Context: an optimization exercise on an open-source flow, tuned for small area and a short achievable clock period. The choices shown serve that exercise and are no tape-out recipe. Where RTL was checked, it was by simulation tests only, not by an equivalence proof against the original. Power and IR drop assume default switching activity.

==> run a <==
==> flow/design.v <==
module instr_mem_sync #(
   parameter int DATA_W = 32,
   parameter int ADDR_W = 32,
   parameter int DEPTH  = 64
) (
   input  logic              clk,
   input  logic              rst_n,
   input  logic              fetch_valid,
   input  logic [ADDR_W-1:0] fetch_addr,
   input  logic              stall,
   input  logic              flush,
   output logic [DATA_W-1:0] instr,
   output logic              instr_valid,
   output logic              fetch_fault,
   input  logic              load_en,
   input  logic [ADDR_W-1:0] load_addr,
   input  logic [DATA_W-1:0] load_data,
   output logic              init_done
);
   localparam int IDX_W = $clog2(DEPTH);
   logic              ready;
   logic [IDX_W-1:0]  clr_cnt;
   logic [DATA_W-1:0] mem [DEPTH];
   logic [IDX_W-1:0]  fetch_idx;
   logic [IDX_W-1:0]  load_idx;
   logic              fetch_ok;
   logic              load_ok;
   assign fetch_idx = fetch_addr[IDX_W+1:2];
   assign load_idx  = load_addr[IDX_W+1:2];
   assign fetch_ok  = (fetch_addr[1:0] == 2'b00) && !(|fetch_addr[ADDR_W-1:IDX_W+2]);
   assign load_ok   = load_en && (load_addr[1:0] == 2'b00) && !(|load_addr[ADDR_W-1:IDX_W+2]);
   assign init_done = ready;
   always_ff @(posedge clk) begin
      if (!rst_n) begin
         ready   <= 1'b0;
         clr_cnt <= '0;
      end else if (!ready) begin
         clr_cnt <= clr_cnt + 1'b1;
         if (&clr_cnt) ready <= 1'b1;
      end
   end
   logic fetch_take;
   logic hold;
   assign fetch_take = rst_n && ready && !flush && !stall && fetch_valid && fetch_ok;
   assign hold       = rst_n && (!ready || (!flush && stall));
   logic [7:0]        sel_hi;
   logic [7:0]        sel_lo;
   logic [DEPTH-1:0]  wr_sel;
   logic [DEPTH-1:0]  rd_sel;
   always_comb begin
      for (int j = 0; j < 8; j++) begin
         sel_hi[j] = (fetch_idx[5:3] == 3'(j));
         sel_lo[j] = (fetch_idx[2:0] == 3'(j));
      end
   end
   logic [DATA_W-1:0] wr_data;
   always_comb begin
      for (int i = 0; i < DEPTH; i++) begin
         wr_sel[i] = rst_n && (ready ? (load_ok && load_idx == IDX_W'(i)) : (clr_cnt == IDX_W'(i)));
         rd_sel[i] = sel_hi[i / 8] && sel_lo[i % 8];
      end
      wr_data = ready ? load_data : '0;
   end
   always_ff @(posedge clk) begin
      for (int i = 0; i < DEPTH; i++)
         if (wr_sel[i]) mem[i] <= wr_data;
   end
   logic [DATA_W-1:0] instr_d;
   logic [DATA_W-1:0] hq_n;
   for (genvar b = 0; b < DATA_W; b++) begin : g_rd
      logic [21:0] t;
      logic [5:0]  u;
      logic [1:0]  v;
      for (genvar g = 0; g < 21; g++) begin : g_aoi
         imem_aoi222 u_aoi (
            .a1(rd_sel[3*g]),   .a2(mem[3*g][b]),
            .b1(rd_sel[3*g+1]), .b2(mem[3*g+1][b]),
            .c1(rd_sel[3*g+2]), .c2(mem[3*g+2][b]),
            .y(t[g]));
      end
      imem_nand2 u_n2l (.a(rd_sel[63]), .b(mem[63][b]), .y(t[21]));
      for (genvar g = 0; g < 5; g++) begin : g_n4
         imem_nand4 u_n4 (.a(t[4*g]), .b(t[4*g+1]), .c(t[4*g+2]), .d(t[4*g+3]), .y(u[g]));
      end
      imem_nand2 u_n2a (.a(t[20]), .b(t[21]), .y(u[5]));
      imem_o31ai u_r3a (.a1(u[0]), .a2(u[1]), .a3(u[2]), .b1(fetch_take), .y(v[0]));
      imem_o31ai u_r3b (.a1(u[3]), .a2(u[4]), .a3(u[5]), .b1(fetch_take), .y(v[1]));
      imem_nand2 u_hq (.a(instr[b]), .b(hold), .y(hq_n[b]));
      imem_nand3 u_fin (.a(v[0]), .b(v[1]), .c(hq_n[b]), .y(instr_d[b]));
   end
   always_ff @(posedge clk) begin
      instr <= instr_d;
      if (!rst_n) begin
         instr_valid <= 1'b0;
         fetch_fault <= 1'b0;
      end else if (ready) begin
         if (flush) begin
            instr_valid <= 1'b0;
            fetch_fault <= 1'b0;
         end else if (!stall) begin
            instr_valid <= fetch_valid;
            fetch_fault <= fetch_valid && !fetch_ok;
         end
      end
   end
endmodule
module imem_aoi222 (input logic a1, a2, b1, b2, c1, c2, output logic y);
   assign y = ~((a1 & a2) | (b1 & b2) | (c1 & c2));
endmodule
module imem_nand4 (input logic a, b, c, d, output logic y);
   assign y = ~(a & b & c & d);
endmodule
module imem_nand2 (input logic a, b, output logic y);
   assign y = ~(a & b);
endmodule
module imem_o31ai (input logic a1, a2, a3, b1, output logic y);
   assign y = ~((a1 | a2 | a3) & b1);
endmodule
module imem_nand3 (input logic a, b, c, output logic y);
   assign y = ~(a & b & c);
endmodule
==> flow/run.sh <==
#!/bin/bash
# synth_recipe.tcl (not shown) runs the flow's synth.tcl, then flattens the netlist and writes it again
# the make line also repeats each setting of config.mk as NAME=value (left out here)
make -C /OpenROAD-flow-scripts/flow DESIGN_CONFIG=/design/flow/config.mk WORK_HOME=/design/flow/orfs CLKGATE_MAP_FILE= SYNTH_SCRIPT=/design/flow/synth_recipe.tcl finish
==> flow/config.mk <==
export PLATFORM = sky130hd
export DESIGN_NAME = instr_mem_sync
export DESIGN_NICKNAME = instr_mem_sync
export VERILOG_FILES = /design/flow/design.v
export SDC_FILE = /design/flow/constraint.sdc
export NUM_CORES = 4
export LEC_CHECK = 0
export CAP_MARGIN = 20
export CORE_MARGIN = 2
export CORE_UTILIZATION = 60
export CTS_CLUSTER_DIAMETER = 80
export CTS_CLUSTER_SIZE = 24
export SETUP_SLACK_MARGIN = 3.4
export SLEW_MARGIN = 20
export SYNTH_HIERARCHICAL = 1
export SYNTH_MINIMUM_KEEP_SIZE = 0
export TNS_END_PERCENT = 5
==> flow/constraint.sdc <==
create_clock -name core_clock -period 6.0 [get_ports {clk}]
set_input_delay 1.2000 -clock core_clock [delete_from_list [all_inputs] [get_ports {clk}]]
set_output_delay 1.2000 -clock core_clock [all_outputs]
set_load 0.01 [all_outputs]
==> run b: changes against run a <==
--- a/flow/design.v
+++ b/flow/design.v
@@ -39,25 +39,13 @@
          if (&clr_cnt) ready <= 1'b1;
       end
    end
-   logic fetch_take;
-   logic hold;
-   assign fetch_take = rst_n && ready && !flush && !stall && fetch_valid && fetch_ok;
-   assign hold       = rst_n && (!ready || (!flush && stall));
-   logic [7:0]        sel_hi;
-   logic [7:0]        sel_lo;
    logic [DEPTH-1:0]  wr_sel;
    logic [DEPTH-1:0]  rd_sel;
-   always_comb begin
-      for (int j = 0; j < 8; j++) begin
-         sel_hi[j] = (fetch_idx[5:3] == 3'(j));
-         sel_lo[j] = (fetch_idx[2:0] == 3'(j));
-      end
-   end
    logic [DATA_W-1:0] wr_data;
    always_comb begin
       for (int i = 0; i < DEPTH; i++) begin
          wr_sel[i] = rst_n && (ready ? (load_ok && load_idx == IDX_W'(i)) : (clr_cnt == IDX_W'(i)));
-         rd_sel[i] = sel_hi[i / 8] && sel_lo[i % 8];
+         rd_sel[i] = (fetch_idx == IDX_W'(i));
       end
       wr_data = ready ? load_data : '0;
    end
@@ -65,8 +53,11 @@
       for (int i = 0; i < DEPTH; i++)
          if (wr_sel[i]) mem[i] <= wr_data;
    end
+   logic fetch_take;
+   logic hold;
+   assign fetch_take = rst_n && ready && !flush && !stall && fetch_valid && fetch_ok;
+   assign hold       = rst_n && (!ready || (!flush && stall));
    logic [DATA_W-1:0] instr_d;
-   logic [DATA_W-1:0] hq_n;
    for (genvar b = 0; b < DATA_W; b++) begin : g_rd
       logic [21:0] t;
       logic [5:0]  u;
@@ -83,10 +74,10 @@
          imem_nand4 u_n4 (.a(t[4*g]), .b(t[4*g+1]), .c(t[4*g+2]), .d(t[4*g+3]), .y(u[g]));
       end
       imem_nand2 u_n2a (.a(t[20]), .b(t[21]), .y(u[5]));
-      imem_o31ai u_r3a (.a1(u[0]), .a2(u[1]), .a3(u[2]), .b1(fetch_take), .y(v[0]));
-      imem_o31ai u_r3b (.a1(u[3]), .a2(u[4]), .a3(u[5]), .b1(fetch_take), .y(v[1]));
-      imem_nand2 u_hq (.a(instr[b]), .b(hold), .y(hq_n[b]));
-      imem_nand3 u_fin (.a(v[0]), .b(v[1]), .c(hq_n[b]), .y(instr_d[b]));
+      imem_nor3 u_r3a (.a(u[0]), .b(u[1]), .c(u[2]), .y(v[0]));
+      imem_nor3 u_r3b (.a(u[3]), .b(u[4]), .c(u[5]), .y(v[1]));
+      imem_rdsel u_fin (.v0(v[0]), .v1(v[1]), .take(fetch_take), .hold(hold), .q(instr[b]),
+                        .d(instr_d[b]));
    end
    always_ff @(posedge clk) begin
       instr <= instr_d;
@@ -113,9 +104,9 @@
 module imem_nand2 (input logic a, b, output logic y);
    assign y = ~(a & b);
 endmodule
-module imem_o31ai (input logic a1, a2, a3, b1, output logic y);
-   assign y = ~((a1 | a2 | a3) & b1);
+module imem_nor3 (input logic a, b, c, output logic y);
+   assign y = ~(a | b | c);
 endmodule
-module imem_nand3 (input logic a, b, c, output logic y);
-   assign y = ~(a & b & c);
+module imem_rdsel (input logic v0, v1, take, hold, q, output logic d);
+   assign d = (~(v0 & v1) & take) | (q & hold);
 endmodule
CORE_UTILIZATION = 40   (was 60)
CTS_CLUSTER_DIAMETER = not set   (was 80)
CTS_CLUSTER_SIZE = not set   (was 24)
SETUP_SLACK_MARGIN = 3.5   (was 3.4)
TNS_END_PERCENT = not set   (was 5)
==> run c: changes against run a <==
==> flow/design.v (replaced) <==
module instr_mem_sync #(
   parameter int DATA_W = 32,
   parameter int ADDR_W = 32,
   parameter int DEPTH  = 64
) (
   input  logic              clk,
   input  logic              rst_n,
   input  logic              fetch_valid,
   input  logic [ADDR_W-1:0] fetch_addr,
   input  logic              stall,
   input  logic              flush,
   output logic [DATA_W-1:0] instr,
   output logic              instr_valid,
   output logic              fetch_fault,
   input  logic              load_en,
   input  logic [ADDR_W-1:0] load_addr,
   input  logic [DATA_W-1:0] load_data,
   output logic              init_done
);
   localparam int IDX_W = $clog2(DEPTH);
   logic              ready;
   logic [IDX_W-1:0]  clr_cnt;
   logic [DATA_W-1:0] mem [DEPTH];
   logic              wr_v;
   logic [IDX_W-1:0]  wr_idx;
   logic [DATA_W-1:0] wr_data;
   logic [IDX_W-1:0]  fetch_idx;
   logic [IDX_W-1:0]  load_idx;
   logic              fetch_ok;
   logic              load_ok;
   assign fetch_idx = fetch_addr[IDX_W+1:2];
   assign load_idx  = load_addr[IDX_W+1:2];
   assign fetch_ok  = fetch_valid && (fetch_addr[1:0] == 2'b00) && !(|fetch_addr[ADDR_W-1:IDX_W+2]);
   assign load_ok   = load_en && (load_addr[1:0] == 2'b00) && !(|load_addr[ADDR_W-1:IDX_W+2]);
   assign init_done = ready;
   always_ff @(posedge clk) begin
      if (!rst_n) begin
         ready   <= 1'b0;
         clr_cnt <= '0;
      end else if (!ready) begin
         clr_cnt <= clr_cnt + 1'b1;
         if (&clr_cnt) ready <= 1'b1;
      end
   end
   always_ff @(posedge clk) begin
      if (!rst_n) wr_v <= 1'b0;
      else        wr_v <= !ready || load_ok;
      wr_idx  <= ready ? load_idx : clr_cnt;
      wr_data <= ready ? load_data : '0;
   end
   logic [DEPTH-1:0] wr_sel;
   logic [DEPTH-1:0] rd_sel;
   always_comb begin
      for (int i = 0; i < DEPTH; i++) begin
         wr_sel[i] = wr_v && (wr_idx == IDX_W'(i));
         rd_sel[i] = fetch_ok && (fetch_idx == IDX_W'(i)) && !wr_sel[i];
      end
   end
   always_ff @(posedge clk) begin
      for (int i = 0; i < DEPTH; i++)
         if (wr_sel[i]) mem[i] <= wr_data;
   end
   logic              fwd;
   logic [DATA_W-1:0] rd_word;
   assign fwd = fetch_ok && wr_v && (wr_idx == fetch_idx);
   always_comb begin
      rd_word = {DATA_W{fwd}} & wr_data;
      for (int i = 0; i < DEPTH; i++)
         rd_word = rd_word | ({DATA_W{rd_sel[i]}} & mem[i]);
   end
   always_ff @(posedge clk) begin
      if (!rst_n) begin
         instr       <= '0;
         instr_valid <= 1'b0;
         fetch_fault <= 1'b0;
      end else if (ready) begin
         if (flush) begin
            instr       <= '0;
            instr_valid <= 1'b0;
            fetch_fault <= 1'b0;
         end else if (!stall) begin
            instr_valid <= fetch_valid;
            fetch_fault <= fetch_valid && !fetch_ok;
            instr       <= rd_word;
         end
      end
   end
endmodule
CORE_UTILIZATION = 40   (was 60)
CTS_CLUSTER_DIAMETER = not set   (was 80)
CTS_CLUSTER_SIZE = not set   (was 24)
SETUP_SLACK_MARGIN = not set   (was 3.4)
SYNTH_HIERARCHICAL = not set   (was 1)
SYNTH_MINIMUM_KEEP_SIZE = not set   (was 0)
TNS_END_PERCENT = not set   (was 5)
==> notes <==
Against run c, the via count of run a is smaller by about 30%.
The highest synthesized cell count belongs to run c, the lowest to run b.
Combinational power, highest first: run b, run a, run c.
The highest fmax belongs to run a, the lowest to run c.
Function not checked in run b and run c: the RTL went through the layout flow alone.

[port drivers added, routing unchanged]
No port has a modelled driver above. Below, the same layouts with a new extraction and two added sets of constraints.
Step 1 (the two cells are an assumption about what drives the block):
set clk [get_ports {clk}]
set_driving_cell -lib_cell sky130_fd_sc_hd__clkbuf_16 $clk
set_driving_cell -lib_cell sky130_fd_sc_hd__buf_2 [delete_from_list [all_inputs] $clk]
Step 2 times the ports against the registers' clock, not the clock port: input delays grow and output delays shrink by t, the midpoint of the rising clock arrivals with the driver on.
Three values: ideal, step 1, step 2; two values: the first two.
| run | t, ns | setup slack, ns | worst hold slack (ns) |
|---|---|---|---|
| run a | 0.812 | 2.695 / 2.670 / 1.857 | 0.475 / 0.475 / 0.475 |
| run b | 0.950 | 2.556 / 2.546 / 1.597 | 0.439 / 0.439 / 0.439 |
| run c | 0.989 | 1.024 / 1.024 / 0.087 | 0.520 / 0.520 / 0.520 |
After both steps setup and hold are still met in every run listed. The setup slack of run b, which loses most, moves by -0.010 ns with the drivers and by -0.959 ns with both steps.
